From an optimization exercise on the open Yosys and OpenROAD flow, aimed at small area and a short achievable clock period; shortcuts taken in it are not production practice. Function was checked by simulation only, so behaviour that the tests miss may differ from the original. Power is estimated from default activity; no workload was simulated.

// spi_frame_receiver
module spi_frame_receiver
#(
    parameter int SPRITE_NUM    = 16,
    parameter int SPRITE_ADDR_W = 12,
    parameter int QUEUE_DEPTH   = 32,
    parameter int SYNC_STAGES   = 2
) (
    input  logic                            clock,
    input  logic                            reset_n,
    input  logic                            spi_sck,
    input  logic                            spi_mosi,
    input  logic                            spi_cs_n,
    output logic                            spi_miso,
    output logic [$clog2(SPRITE_NUM)-1:0]   sprite_w_select,
    output logic                            sprite_w_en,
    output logic [SPRITE_ADDR_W-1:0]        sprite_w_addr,
    output logic [7:0]                      sprite_w_data,
    input  logic                            dequeue,
    output logic                            is_empty,
    output logic [7:0]                      sprite_id,
    output logic [15:0]                     sprite_x,
    output logic [15:0]                     sprite_y,
    output logic [7:0]                      sprite_scale,
    output logic [$clog2(QUEUE_DEPTH):0]    queue_level,
    output logic                            overflow
);
==> flow/config.mk <==
export PLATFORM = sky130hd
export DESIGN_NAME = spi_frame_receiver
export DESIGN_NICKNAME = spi_frame_receiver
export VERILOG_FILES = /design/flow/design.v
export SDC_FILE = /design/flow/constraint.sdc
export NUM_CORES = 4
export LEC_CHECK = 0
export CAP_MARGIN = 20
export CORE_MARGIN = 2
export CORE_UTILIZATION = 60
export CTS_CLUSTER_DIAMETER = 80
export CTS_CLUSTER_SIZE = 24
export PLACE_DENSITY = 0.7
export SETUP_SLACK_MARGIN = 3.35
export SLEW_MARGIN = 20
==> flow/constraint.sdc <==
create_clock -name core_clock -period 5.5 [get_ports {clock}]
set_input_delay 1.1000 -clock core_clock [delete_from_list [all_inputs] [get_ports {clock}]]
set_output_delay 1.1000 -clock core_clock [all_outputs]
set_load 0.01 [all_outputs]
run.sh (not shown) runs the stock make flow with config.mk's settings and CLKGATE_MAP_FILE= SYNTH_SCRIPT=/design/flow/synth_recipe.tcl, a recipe that flattens the netlist after the stock synthesis.
The starting point passed the timing, DRC and antenna checks.
Change:
CORE_UTILIZATION = 70   (was 60)
CTS_CLUSTER_DIAMETER = 50   (was 80)
CTS_CLUSTER_SIZE = 30   (was 24)
PLACE_DENSITY = 0.8   (was 0.7)
SETUP_SLACK_MARGIN = 3.3   (was 3.35)
Outcome:
- The new run completed without violations
- die area decreases by about 14%
- total power climbs by about 14%
- routed wire length came out higher by 5.6%
- final cell count went down by 1.9%
- area after synthesis does not change
- setup slack gets worse by 0.076 ns
- combinational power increases by about 1%
- via count grows by about 6.5%
- design area went up by 3.1%
- clock skew is higher by 0.014 ns
- clock-buffer cell count fell by 6
Change:
CORE_UTILIZATION = 80   (was 70)
CTS_CLUSTER_DIAMETER = 45   (was 50)
CTS_CLUSTER_SIZE = 24   (was 30)
PLACE_DENSITY = 0.88   (was 0.8)
SETUP_SLACK_MARGIN = 3.2   (was 3.3)
After rerunning: The changed run failed in global routing. Area after synthesis is unchanged. Synthesized cell count is unchanged.
Change:
CORE_UTILIZATION = 60   (was 80)
PLACE_DENSITY = 0.7   (was 0.88)
SETUP_SLACK_MARGIN = 3.0   (was 3.2)
Result: Now the flow completed with no timing, DRC or antenna violations. Synthesized cell count is unchanged. Area after synthesis is unchanged.
Change:
CTS_CLUSTER_DIAMETER = 80   (was 45)
SETUP_SLACK_MARGIN = 3.2   (was 3.0)
Outcome:
- die area does not change
- worst setup slack improves by 0.12 ns
- power decreases by about a fifth
- routed wire length came out lower by a few percent
- cell area falls by a few percent
- count of clock-buffer cells in the layout decreases by 23
- non-clock buffer count fell by 5
- clock skew fell by 0.010 ns

* * *

Setup of run 1:
spi_frame_receiver again, from the RTL that the note above started with.
clock: 5.5 ns
lec_check: 0
cap_margin: 20
core_margin: 2
core_utilization: 60
cts_cluster_diameter: 45
cts_cluster_size: 24
place_density: 0.7
setup_slack_margin: 3.2
slew_margin: 20
Run 1 ended with every stage complete and zero timing, DRC or antenna violations.
Changes in run 2 relative to run 1:
Settings: a change of PLACE_DENSITY from 0.7 to 0.75; a change of CORE_UTILIZATION from 60 to 65; a change of CTS_CLUSTER_DIAMETER from 45 to 80.
- Each of the runs, namely run 1 and run 2, reached the end of the flow and came out clean.
- Run 2 vs run 1: via count up
- Comparing run 1 and run 2, the higher die area was measured on run 1.
- Going from run 1 to run 2, the core utilization was found to have gone up by 2.2 points.
- Compared to run 1, run 2 has part of the cycle the worst path needs 1.6 points lower.
Edits applied to the flow inputs when going from run 2 to run 3:
Settings: a change of CORE_UTILIZATION from 65 to 70; a change of CTS_CLUSTER_SIZE from 24 to 30; a change of SETUP_SLACK_MARGIN from 3.2 to 3.0; a change of PLACE_DENSITY from 0.75 to 0.8; a change of CTS_CLUSTER_DIAMETER from 80 to 50.
[summary]
[compare] base=run 2 new=run 3: total clock buffers created by CTS shows an increase of 40%, via count picked up an extra 491.
Run 3 and run 2 all finish clean.
Going from run 2 to run 3, the multi-input combinational cell area was found to have gone down by 35 µm².
Run 3 does better than run 2 on routed wire length.
On area taken by flip-flops and latches, run 2 tracks run 3 almost exactly.
The run showing the greater global-route usage is run 3.
Run 3 vs run 2: number of clock-tree buffers in the layout down by a few percent
Count of standard-cell rows (lower): run 3
Diff run 2 -> run 3: sequential share of power decreased by 8.0 points relative to the old numbers; die area shrank by 5200 µm².
Input changes introduced in run 4 (baseline for comparison: run 3):
Settings: swapping 30 for 24 in CTS_CLUSTER_SIZE; swapping 70 for 60 in CORE_UTILIZATION; swapping 3.0 for 3.4 in SETUP_SLACK_MARGIN; swapping 50 for 45 in CTS_CLUSTER_DIAMETER; swapping 0.8 for 0.7 in PLACE_DENSITY.
--- outcome ---
Between run 3 and run 4, relative contribution of combinational cells to total power is lower for run 3, run 4 comes in above that.
Comparing data required time of the worst path for run 3 and run 4, the smaller number came from run 4.
Of run 3 and run 4, run 4 shows the higher area growth from synthesis to final layout, with run 3 below it.
No stage failed in run 4, and the final checks on the layout all came back clean.
Summary of run 4 over run 3: leakage power grew by 0.93 nW, die width grew by 21 µm, number of clock sinks seen by CTS held steady, worst hold slack grew by 0.012 ns.

* * *

spi_frame_receiver again, from the RTL that the note above started with.
make LEC_CHECK=0 CAP_MARGIN=20 CORE_MARGIN=2 CORE_UTILIZATION=60 CTS_CLUSTER_DIAMETER=45 CTS_CLUSTER_SIZE=24 PLACE_DENSITY=0.7 SETUP_SLACK_MARGIN=3.2 SLEW_MARGIN=20 TNS_END_PERCENT=20 finish   # period 5.5 ns
Next try:
Settings changed: CTS_CLUSTER_DIAMETER 45 to 70, CTS_CLUSTER_SIZE 24 to 28, TNS_END_PERCENT 20 to default.
Final cell count goes down by a few percent.
Worst hold slack gets better by 59 ps.
Clock skew barely changes.
Worst setup slack improved by 100 ps.
Register-to-register slack improved by 170 ps.
Core utilization came out lower by 3.2 points.
Combinational power went up by a few percent.
Design area is lower by a few percent.
Clock power is lower by well over a third.

-- afterwards: timing with drivers on the ports --
Ports are ideal in the flow. The routed layouts listed here were re-timed in OpenROAD. Step 1, drivers: a clkbuf_16 drives clock and a buf_2 each remaining input, both assumed. Step 2, shift: input delay + t, output delay - t, t = (earliest + latest rising clock arrival at the registers) / 2. This alone moves slack from input paths to output paths. Three values: ideal ports, drivers, drivers and shift; two values: the first two.
| run | shift t [ns] | setup WS [ns] | worst data-port slew with drivers (ns) |
|---|---|---|---|
| the first run of note 1 | 0.722 | 3.095 / 3.027 / 2.683 | 0.04 |
| the second run of note 1 | 0.772 | 3.019 / 2.951 / 2.368 | 0.04 |
| the fourth run of note 1 | 0.801 | 3.001 / 2.967 / 2.300 | 0.05 |
| the fifth run of note 1 | 0.722 | 3.116 / 3.050 / 2.821 | 0.04 |
| run 1 | 0.807 | 3.025 / 2.956 / 2.758 | 0.04 |
| run 2 | 0.720 | 3.111 / 3.044 / 2.683 | 0.05 |
| run 3 | 0.764 | 2.962 / 2.937 / 2.284 | 0.04 |
| run 4 | 0.796 | 3.038 / 2.970 / 2.755 | 0.04 |
| the first run of note 3 | 0.803 | 3.025 / 2.959 / 2.309 | 0.04 |
| the second run of note 3 | 0.702 | 3.128 / 3.061 / 2.662 | 0.04 |
After both steps every run listed still meets setup and hold. For the first run of note 3, which loses most, drivers alone change the setup slack by -0.066 ns; drivers and shift together by -0.716 ns.
